Background: an optimization exercise with open tools, aiming at small area, a short achievable clock period and few clock cycles per item. Do not read the settings as production practice. In this exercise RTL edits were held to simulation tests only and were not proved equivalent to the original. Power is estimated from default activity; no workload was simulated.

Design step_detector_cadence_core, start of the top module:
module step_detector_cadence_core #(
   parameter int COUNT_WIDTH = sdc_pkg::COUNT_WIDTH_DEF
) (
   input  logic                                  clock,
   input  logic                                  reset,
   input  logic                                  csr_we,
   input  logic [sdc_pkg::CSR_IDX_W-1:0]         csr_index,
   input  logic [sdc_pkg::CSR_DATA_W-1:0]        csr_wdata,
   input  logic                                  req_valid,
   output logic                                  req_stall,
   input  logic signed [sdc_pkg::ACCEL_W-1:0]    req_accel_x,
   input  logic signed [sdc_pkg::ACCEL_W-1:0]    req_accel_y,
   input  logic signed [sdc_pkg::ACCEL_W-1:0]    req_accel_z,
   input  logic [sdc_pkg::TIME_W-1:0]            req_time_ms,
   input  logic                                  req_clear_count,
   output logic                                  rsp_valid,
   input  logic                                  rsp_stall,
   output logic                                  rsp_stepped,
   output logic [sdc_pkg::STEP_COUNT_W-1:0]      rsp_step_count,
   output logic [sdc_pkg::CAD_W-1:0]             rsp_cadence
);
Size: roughly 4000 cells after synthesis, about 150 I/O pins.
Settings: LEC_CHECK=0, ABC_CLOCK_PERIOD_IN_PS=5000, CAP_MARGIN=20, CORE_MARGIN=2, CORE_UTILIZATION=40, SETUP_SLACK_MARGIN=4.0, SLEW_MARGIN=20; clock period 9.0 ns.
run.sh (not shown) runs the stock make flow with config.mk's settings and CLKGATE_MAP_FILE= SYNTH_SCRIPT=/design/flow/synth_recipe.tcl, a recipe that flattens the netlist after the stock synthesis.
Testbench counts at the start, summed over its fixed seeds: cycles 14,880, items 12,000.
Edit:
==> flow/flow/run.sh (new file) <==
#!/bin/bash
# Layout: the standard flow, with the port buffers made plain buffers (buf_4) instead of
# the delay-cell buffers buffer_ports picks by default. Each tool's output goes to its own log.
cp standard.sh standard_sh.log
export BUFFER_PORTS_ARGS="-buffer_cell sky130_fd_sc_hd__buf_4"
bash standard.sh > standard.log 2>&1
==> flow/standard.sh (new file) <==
#!/bin/bash
# synth_recipe.tcl (not shown) runs the flow's synth.tcl, then flattens the netlist and writes it again
# the make line also repeats each setting of config.mk as NAME=value (left out here)
make -C /OpenROAD-flow-scripts/flow DESIGN_CONFIG=/design/flow/config.mk WORK_HOME=/design/flow/orfs CLKGATE_MAP_FILE= SYNTH_SCRIPT=/design/flow/synth_recipe.tcl "${@:-finish}"
--- a/flow/config.mk
+++ b/flow/config.mk
@@ -10,4 +10,6 @@
 export CORE_MARGIN = 2
 export CORE_UTILIZATION = 40
+export CTS_CLUSTER_DIAMETER = 100
+export CTS_CLUSTER_SIZE = 30
 export SETUP_SLACK_MARGIN = 4.0
 export SLEW_MARGIN = 20
removed: flow/run.sh
Outcome:
- The changed run went through all stages and came out clean
- core utilization came out lower by 2.2 points
- count of clock-buffer cells in the layout came out lower by 47
- worst setup slack gets better by 64 ps
- total power came out lower by 6.3%
- worst hold slack gets better by 8.9 ps
Edit:
==> flow/run.sh (new file) <==
#!/bin/bash
# synth_recipe.tcl (not shown) runs the flow's synth.tcl, then flattens the netlist and writes it again
# the make line also repeats each setting of config.mk as NAME=value (left out here)
make -C /OpenROAD-flow-scripts/flow DESIGN_CONFIG=/design/flow/config.mk WORK_HOME=/design/flow/orfs CLKGATE_MAP_FILE= SYNTH_SCRIPT=/design/flow/synth_recipe.tcl finish
--- a/flow/config.mk
+++ b/flow/config.mk
@@ -6,10 +6,8 @@
 export NUM_CORES = 4
 export LEC_CHECK = 0
-export ABC_CLOCK_PERIOD_IN_PS = 5000
+export ABC_CLOCK_PERIOD_IN_PS = 4500
 export CAP_MARGIN = 20
 export CORE_MARGIN = 2
 export CORE_UTILIZATION = 40
-export CTS_CLUSTER_DIAMETER = 100
-export CTS_CLUSTER_SIZE = 30
-export SETUP_SLACK_MARGIN = 4.0
+export SETUP_SLACK_MARGIN = 4.7
 export SLEW_MARGIN = 20
removed: flow/flow/run.sh
removed: flow/standard.sh
Result: The new run produced a clean layout; wire length is higher by about 9%; design area grows by 13%; worst hold slack gets worse by 37 ps; register-to-register slack degrades by 200 ps; sequential power barely changes.
Edit:
==> flow/flow/run.sh (new file) <==
#!/bin/bash
# Layout: the standard flow, with the port buffers made plain buffers (buf_4) instead of
# the delay-cell buffers buffer_ports picks by default. Each tool's output goes to its own log.
cp standard.sh standard_sh.log
export BUFFER_PORTS_ARGS="-buffer_cell sky130_fd_sc_hd__buf_4"
bash standard.sh > standard.log 2>&1
==> flow/standard.sh (new file) <==
#!/bin/bash
# synth_recipe.tcl (not shown) runs the flow's synth.tcl, then flattens the netlist and writes it again
# the make line also repeats each setting of config.mk as NAME=value (left out here)
make -C /OpenROAD-flow-scripts/flow DESIGN_CONFIG=/design/flow/config.mk WORK_HOME=/design/flow/orfs CLKGATE_MAP_FILE= SYNTH_SCRIPT=/design/flow/synth_recipe.tcl "${@:-finish}"
--- a/flow/config.mk
+++ b/flow/config.mk
@@ -6,8 +6,8 @@
 export NUM_CORES = 4
 export LEC_CHECK = 0
-export ABC_CLOCK_PERIOD_IN_PS = 4500
+export ABC_CLOCK_PERIOD_IN_PS = 5000
 export CAP_MARGIN = 20
 export CORE_MARGIN = 2
 export CORE_UTILIZATION = 40
-export SETUP_SLACK_MARGIN = 4.7
+export SETUP_SLACK_MARGIN = 4.4
 export SLEW_MARGIN = 20
removed: flow/run.sh
Effect: Worst hold slack is better by 15 ps; clock skew drops by 39 ps; wire length drops by a few percent; synthesized cell count is unchanged; fmax climbs by a few percent.


Setup of v52:
Another version of the RTL of step_detector_cadence_core (not shown whole).
For scale: roughly 4000 cells after synthesis, ~480 flip-flops, ~150 I/O pins, roughly 40000 um2 of cells after synthesis.
clock: 9.0 ns
lec_check: 0
abc_clock_period_in_ps: 5000
cap_margin: 20
core_margin: 2
core_utilization: 40
cts_cluster_diameter: 100
cts_cluster_size: 30
setup_slack_margin: 4.2
slew_margin: 20
standard.sh (not shown) runs the stock make flow with config.mk's settings and CLKGATE_MAP_FILE= SYNTH_SCRIPT=/design/flow/synth_recipe.tcl, a recipe that flattens the netlist after the stock synthesis.
==> flow/flow/run.sh <==
#!/bin/bash
# Layout: the standard flow, with the port buffers made plain buffers (buf_2) instead of
# the delay-cell buffers buffer_ports picks by default. Each tool's output goes to its own log.
cp standard.sh standard_sh.log
export BUFFER_PORTS_ARGS="-buffer_cell sky130_fd_sc_hd__buf_2"
bash standard.sh > standard.log 2>&1
The final layout from v52, which completed every stage, passed the timing, DRC and antenna checks at the end of the flow.
Testbench counts of v52, summed over its fixed seeds: cycles 14,880, items 12,000.
Relative to v52, the following input files were edited for v23:
- swapping 30 for 36 in CTS_CLUSTER_SIZE
- swapping 100 for 60 in CTS_CLUSTER_DIAMETER
==> flow/flow/run.sh <==
#!/bin/bash
# Layout: the standard flow, with the port buffers made plain buffers (buf_4) instead of
# the delay-cell buffers buffer_ports picks by default. Each tool's output goes to its own log.
cp standard.sh standard_sh.log
export BUFFER_PORTS_ARGS="-buffer_cell sky130_fd_sc_hd__buf_4"
bash standard.sh > standard.log 2>&1
[summary]
The sequential share of layout area number comes out higher for v52 vs v23. v23 vs v52 — number of buffers added by the clock tree synthesis step rose 81%. The total routed wirelength number comes out higher for v23 vs v52. [compare] base=v52 new=v23: area growth from synthesis to layout picked up an extra 3.0 points; total half-perimeter wirelength after legalization and detailed placement up 0.63%; global-route usage higher. Of v23 and v52, v52 shows the higher critical path depth, with v23 below it. Summary of v23 over v52: placed standard-cell area increased by about 0.9% relative to the old numbers, number of setup violations in the final report barely changed, critical path buffer and inverter count now sits lower. Final worst setup slack: v52 vs v23 — no meaningful difference.
Input-level comparison between v12 and v23:
- changing CTS_CLUSTER_DIAMETER from 60 to 100
- setting PLACE_DENSITY to 0.7 for the first time
- changing CTS_CLUSTER_SIZE from 36 to 30
Results
v12 completed; timing, DRC and antenna clean
A type of the worst setup path of primary input to output port is what v12 shows, while primary input to flip-flop belongs to v23.
Diff v23 -> v12: max-slew headroom at the worst pin has increased; routed wire length has decreased; minimum clock period has increased; non-clock buffer total of the final layout has decreased.
Compared to v23, v12 has register-to-register slack 0.04 ns lower.
### v12 -> v33
- a deleted CTS_CLUSTER_DIAMETER that had been 100
- a deleted CTS_CLUSTER_SIZE that had been 30
- a deleted PLACE_DENSITY that had been 0.7
--- outcome ---
- Across v33 and v12, none had a timing, DRC or antenna violation.
- The number of inserted diodes of v33 is lower than that of v12.
- Compared with v12, in v33 net count reported at finish rose by 42; first-pass GRT wire length higher.
- v12 → v33: fraction of layout instances using a drive strength above 1 went up; via count went down.


## run A
RTL: one of the versions met above, not the one the previous note started from.
For scale: roughly 4000 cells after synthesis, about 480 flip-flops, about 150 I/O pins.
export LEC_CHECK = 0
export ABC_CLOCK_PERIOD_IN_PS = 5000
export CAP_MARGIN = 20
export CORE_MARGIN = 2
export CORE_UTILIZATION = 40
export SETUP_SLACK_MARGIN = 3.8
export SLEW_MARGIN = 20
create_clock -name core_clock -period 9.0 [get_ports {clock}]
==> flow/flow/run.sh <==
#!/bin/bash
# Layout: the standard flow, with the port buffers made plain buffers (buf_4) instead of
# the delay-cell buffers buffer_ports picks by default. Each tool's output goes to its own log.
cp standard.sh standard_sh.log
export BUFFER_PORTS_ARGS="-buffer_cell sky130_fd_sc_hd__buf_4"
bash standard.sh > standard.log 2>&1
Run A completed end to end with timing, DRC and antenna clean.
Testbench counts of run A, summed over its fixed seeds: cycles 14,880, items 12,000.
Setup changes, run A to run B
--- a/flow/config.mk
+++ b/flow/config.mk
@@ -7,3 +7,3 @@
 export LEC_CHECK = 0
-export ABC_CLOCK_PERIOD_IN_PS = 5000
+export ABC_CLOCK_PERIOD_IN_PS = 6000
 export CAP_MARGIN = 20
@@ -11,3 +11,3 @@
 export CORE_UTILIZATION = 40
-export SETUP_SLACK_MARGIN = 3.8
+export SETUP_SLACK_MARGIN = 4.0
 export SLEW_MARGIN = 20
==> results.txt <==
Summary of run B over run A: post-cts repair resize count grew by 27, total of fill cells in the finished design shrank by 0.91%, global-route usage over all layers shrank by 0.31 points, fraction of the cycle the final worst path needs shrank by 2.2 points. The higher number of global-route vias before repair of run B and run A is in run A. Slew at the pin with the worst max-slew slack, run B and run A: larger value in run A. Minimum clock period in run B is 0.20 ns below run A. Between run B and run A, the difference in via count is negligible. Run B ended up with a lower routed length on met1 than run A did.

## port drivers added, routing unchanged
In the flow no input, the clock included, has a driving cell. The finished layouts below were timed again as built, in two steps. Step 1 sets driving cells, clkbuf_16 on the clock port and buf_2 on the other inputs (assumed; they add their load-dependent delay and slew). Step 2 times the ports against the registers' clock, not the clock port: input delays grow and output delays shrink by t, the midpoint of the rising clock arrivals with the driver on. Slacks: ideal ports / drivers / drivers and shift; pairs: ideal ports / drivers.
| run | shift t [ns] | slack for setup (ns) | worst slew at a driven data input, ns |
|---|---|---|---|
| the first run of note 1 | 0.701 | 3.991 / 4.004 / 3.332 | 0.12 |
| the second run of note 1 | 0.689 | 4.055 / 4.070 / 3.402 | 0.15 |
| the third run of note 1 | 0.725 | 3.869 / 3.869 / 3.447 | 0.13 |
| the fourth run of note 1 | 0.714 | 4.000 / 4.000 / 3.562 | 0.15 |
| v52 | 0.704 | 4.197 / 4.209 / 3.537 | 0.14 |
| v23 | 0.701 | 4.199 / 4.181 / 3.541 | 0.14 |
| v12 | 0.671 | 4.186 / 4.146 / 3.597 | 0.15 |
| v33 | 0.713 | 4.207 / 4.189 / 3.539 | 0.14 |
| run A | 0.696 | 3.849 / 3.872 / 3.186 | 0.16 |
| run B | 0.689 | 4.046 / 4.069 / 3.394 | 0.17 |
After both steps setup and hold are still met in every run listed. The setup slack of v33, which loses most, moves by -0.018 ns with the drivers and by -0.668 ns with both steps.
